This design comes from an exercise in tuning for small area and a short achievable clock period on the open sky130 flow, not from production work.
Where RTL was checked, it was by simulation tests only, not by an equivalence proof against the original.

==> flow/design.v (excerpt) <==
module inv_shift_sub_stage #(
    parameter int TAG_W = 4
) (
    input  logic             CLK,
    input  logic             RST_N,
    input  logic             IN_VALID,
    output logic             IN_READY,
    input  logic [0:127]     IN,
    input  logic [TAG_W-1:0] IN_TAG,
    output logic             OUT_VALID,
    input  logic             OUT_READY,
    output logic [0:127]     OUT,
    output logic [TAG_W-1:0] OUT_TAG
);
    localparam int NEN = 16;           
    logic [NEN:0]      en;      
    logic              v1;
    logic [TAG_W-1:0]  tag1;
    logic [15:0][11:0] s1;      
    logic [15:0][11:0] s1_d;
    logic [15:0][7:0]  s2;      
    logic [15:0][7:0]  s2_d;
    g_ready u_ready (.out_valid(OUT_VALID), .out_ready(OUT_READY), .ready(IN_READY));
    for (genvar e = 0; e <= NEN; e++) begin : g_en
        g_ready u_en (.out_valid(OUT_VALID), .out_ready(OUT_READY), .ready(en[e]));
    end
    for (genvar k = 0; k < 16; k++) begin : g_byte
        localparam int COL = k / 4;
        localparam int ROW = k % 4;
        localparam int SRC = 4 * ((COL - ROW + 4) % 4) + ROW;
        logic [7:0]  x;
        logic [11:0] o1;
        logic [7:0]  r;
        logic [3:0]  t;
        logic [7:0]  y;
        assign x = IN[8*SRC +: 8];
        logic p8; g_xor u_p8 (.a(x[0]), .b(x[1]), .y(p8));
        logic p9; g_xor u_p9 (.a(x[2]), .b(x[5]), .y(p9));
        logic p10; g_xor u_p10 (.a(x[6]), .b(x[7]), .y(p10));
        logic p11; g_xor u_p11 (.a(x[2]), .b(x[3]), .y(p11));
        logic p12; g_xor u_p12 (.a(x[1]), .b(x[4]), .y(p12));
  ...
clock: 5.0 ns
lec_check: 0
cap_margin: 20
core_margin: 2
core_utilization: 22
place_density: 0.3
setup_slack_margin: 2.5
slew_margin: 20
synth_hierarchical: 1
standard.sh (not shown) runs the stock make flow with config.mk's settings and CLKGATE_MAP_FILE= SYNTH_SCRIPT=/design/flow/synth_recipe.tcl, a recipe that flattens the netlist after the stock synthesis.
==> flow/flow/run.sh <==
#!/bin/bash
set -euo pipefail
bash standard.sh BUFFER_PORTS_ARGS="-buffer_cell sky130_fd_sc_hd__buf_2" finish > run_make.log 2>&1
The first run finished clean.
Rerun with:
--- a/flow/config.mk
+++ b/flow/config.mk
@@ -8,7 +8,7 @@
 export CAP_MARGIN = 20
 export CORE_MARGIN = 2
-export CORE_UTILIZATION = 22
-export PLACE_DENSITY = 0.3
-export SETUP_SLACK_MARGIN = 2.5
+export CORE_UTILIZATION = 35
+export PLACE_DENSITY = 0.45
+export SETUP_SLACK_MARGIN = 2.35
 export SLEW_MARGIN = 20
 export SYNTH_HIERARCHICAL = 1
=> The changed run produced a clean layout. Worst hold slack improved by 7.9 ps. Final area fell by 7.7%. Cell count decreases by 15%. Routed wire length came out lower by 16%.
Rerun with:
--- a/flow/config.mk
+++ b/flow/config.mk
@@ -8,6 +8,8 @@
 export CAP_MARGIN = 20
 export CORE_MARGIN = 2
-export CORE_UTILIZATION = 35
-export PLACE_DENSITY = 0.45
+export CORE_UTILIZATION = 22
+export CTS_BUF_LIST = sky130_fd_sc_hd__clkbuf_4 sky130_fd_sc_hd__clkbuf_8
+export CTS_CLUSTER_SIZE = 20
+export PLACE_DENSITY = 0.3
 export SETUP_SLACK_MARGIN = 2.35
 export SLEW_MARGIN = 20
After rerunning: Non-clock buffer count grows by 46; worst setup slack got worse by 49 ps; global-route usage shrinks by 3.9 points; via count grows by 2.2%; clock-buffer cell count grows by 34.
Rerun with:
--- a/flow/config.mk
+++ b/flow/config.mk
@@ -9,8 +9,7 @@
 export CORE_MARGIN = 2
 export CORE_UTILIZATION = 22
-export CTS_BUF_LIST = sky130_fd_sc_hd__clkbuf_4 sky130_fd_sc_hd__clkbuf_8
-export CTS_CLUSTER_SIZE = 20
 export PLACE_DENSITY = 0.3
 export SETUP_SLACK_MARGIN = 2.35
 export SLEW_MARGIN = 20
 export SYNTH_HIERARCHICAL = 1
+export TNS_END_PERCENT = 10
Effect:
- final area decreases by 1.8%
- via count went down by 2.1%
- clock-buffer cell count is lower by 31
Function was not checked in any run of this note: the RTL went through the layout flow alone.

* * *

inv_shift_sub_stage, a different RTL version from the one above (not shown whole).
Size: ~330 flip-flops, roughly 270 I/O pins.
clock: 5.0 ns
lec_check: 0
cap_margin: 20
core_margin: 2
core_utilization: 22
place_density: 0.3
setup_slack_margin: 2.5
slew_margin: 20
synth_hierarchical: 1
tns_end_percent: 0
Scripts as last shown in full above: flow/flow/run.sh
The baseline passed the timing, DRC and antenna checks.
Change:
Settings changed: CORE_UTILIZATION 22 to 35, CTS_CLUSTER_DIAMETER set to 200, CTS_CLUSTER_SIZE set to 20, PLACE_DENSITY 0.3 to 0.45.
What happened: The new run finished with timing, DRC and antenna clean; fmax increases by 1.5%; count of clock-buffer cells in the layout decreases by 29; die area decreases by about 37%; synthesized area does not change; setup slack gains 0.035 ns; global-route usage increases by 3.6 points; core utilization increases by 13 points.
Change:
Settings changed: CTS_CLUSTER_SIZE 20 to 30.
Outcome: The changed run ran to the end with no violations; synthesized cell count is unchanged; flip-flop and latch count stays the same; global-route usage drops by 0.10 points.
Change:
Settings changed: CTS_CLUSTER_DIAMETER 200 to 150, CTS_CLUSTER_SIZE 30 to 24.
Result: Setup slack loses 0.038 ns; die area is unchanged; via count climbs slightly; non-clock buffer count drops by 2.

* * *

RTL: one of the versions met above, not the one the previous note started from.
Size: roughly 2700 cells after synthesis, roughly 330 flip-flops, ~270 I/O pins, about 27000 sq um of cells after synthesis.
export LEC_CHECK = 0
export CAP_MARGIN = 20
export CORE_MARGIN = 2
export CORE_UTILIZATION = 15
export PLACE_DENSITY = 0.25
export SETUP_SLACK_MARGIN = 2.35
export SLEW_MARGIN = 20
export SYNTH_HIERARCHICAL = 1
create_clock -name core_clock -period 5.0 [get_ports {CLK}]
Scripts as last shown in full above: flow/flow/run.sh
The first run finished clean.
Change:
CORE_UTILIZATION = 22   (was 15)
PLACE_DENSITY = 0.3   (was 0.25)
Outcome: The new run went through all stages and came out clean. Routed wire length drops by 12%. Worst setup slack improved by 0.013 ns. Final area came out lower by 3.5%. Cell count drops by 14%. Synthesized area is unchanged. Clock-buffer cell count came out lower by 3. Synthesized cell count is unchanged.
Change:
SETUP_SLACK_MARGIN = 2.0   (was 2.35)
Effect: The new run produced a clean layout. Die area stays the same. Sequential share of layout area came out higher by 1.3 points. Worst setup slack loses 0.20 ns. First-iteration DRC count went down by 4.7%. Synthesized cell count stays the same. Routed wire length drops by 2.3%. Clock skew hardly moves. Area after synthesis stays the same. Global-route usage shrinks by 0.12 points. Cell count shrinks by about 2.3%.
Change:
SETUP_SLACK_MARGIN = 2.5   (was 2.0)
TNS_END_PERCENT = 0   (was unset)
Result: Sequential share of layout area goes down by 1.5 points. Die area is unchanged. Via count climbs by a few percent.
Change:
SETUP_SLACK_MARGIN = 2.2   (was 2.5)
TNS_END_PERCENT = unset   (was 0)
Outcome: Worst hold slack improves by 0.0048 ns. Via count goes down by 2.0%. Routed wire length decreases by 1.7%. Worst setup slack got worse by 0.13 ns. Design area shrinks by 2.9%. Die area does not change. First-iteration DRC count grows by 23%. Synthesized cell count is unchanged. Count of clock-buffer cells in the layout falls by 2.
Change:
SETUP_SLACK_MARGIN = 2.35   (was 2.2)
TNS_END_PERCENT = 0   (was unset)
What happened: Hold slack barely changes. Cell area grows slightly. Sequential share of layout area drops by 0.27 points. Wire length climbs slightly. First-iteration DRC count is higher by roughly a tenth. Synthesized area is unchanged.
No run of this note included a check of the RTL's function; only the layout flow was run.

[static timing again, ports no longer ideal]
The flow's constraints put no driver on any port. The routed layouts listed below were extracted and timed again, unchanged, in two steps.
Step 1: set_driving_cell puts a clkbuf_16 on CLK and a buf_2 on each other input, an assumption about the parent block.
Step 2 also shifts input and output timing later by t, the mid clock arrival at the registers, as if the neighbouring blocks saw the same clock.
Three values: no drivers, after step 1, after step 2; two values: the first two.
| run | t, ns | setup slack, ns | clock arrival spread, ns |
|---|---|---|---|
| the first run of note 1 | 0.659 | 2.496 / 2.496 / 2.000 | 0.015 / 0.014 |
| the second run of note 1 | 0.627 | 2.452 / 2.436 / 1.934 | 0.019 / 0.019 |
| the third run of note 1 | 0.716 | 2.403 / 2.349 / 1.907 | 0.034 / 0.035 |
| the fourth run of note 1 | 0.659 | 2.364 / 2.322 / 1.908 | 0.016 / 0.017 |
| the first run of note 2 | 0.693 | 2.530 / 2.530 / 1.933 | 0.033 / 0.033 |
| the second run of note 2 | 0.620 | 2.565 / 2.565 / 1.976 | 0.044 / 0.044 |
| the third run of note 2 | 0.598 | 2.566 / 2.571 / 1.973 | 0.031 / 0.030 |
| the fourth run of note 2 | 0.597 | 2.528 / 2.562 / 1.965 | 0.017 / 0.017 |
| the first run of note 3 | 0.700 | 2.422 / 2.372 / 1.879 | 0.020 / 0.020 |
| the second run of note 3 | 0.657 | 2.435 / 2.381 / 1.907 | 0.015 / 0.015 |
| the third run of note 3 | 0.657 | 2.238 / 2.214 / 1.907 | 0.014 / 0.014 |
| the fourth run of note 3 | 0.672 | 2.479 / 2.430 / 1.877 | 0.018 / 0.018 |
| the fifth run of note 3 | 0.658 | 2.352 / 2.290 / 1.908 | 0.016 / 0.016 |
| the sixth run of note 3 | 0.657 | 2.374 / 2.333 / 1.909 | 0.016 / 0.016 |
After both steps setup and hold are still met in every run listed. For the fourth run of note 3, which loses most, drivers alone change the setup slack by -0.049 ns; drivers and shift together by -0.602 ns.
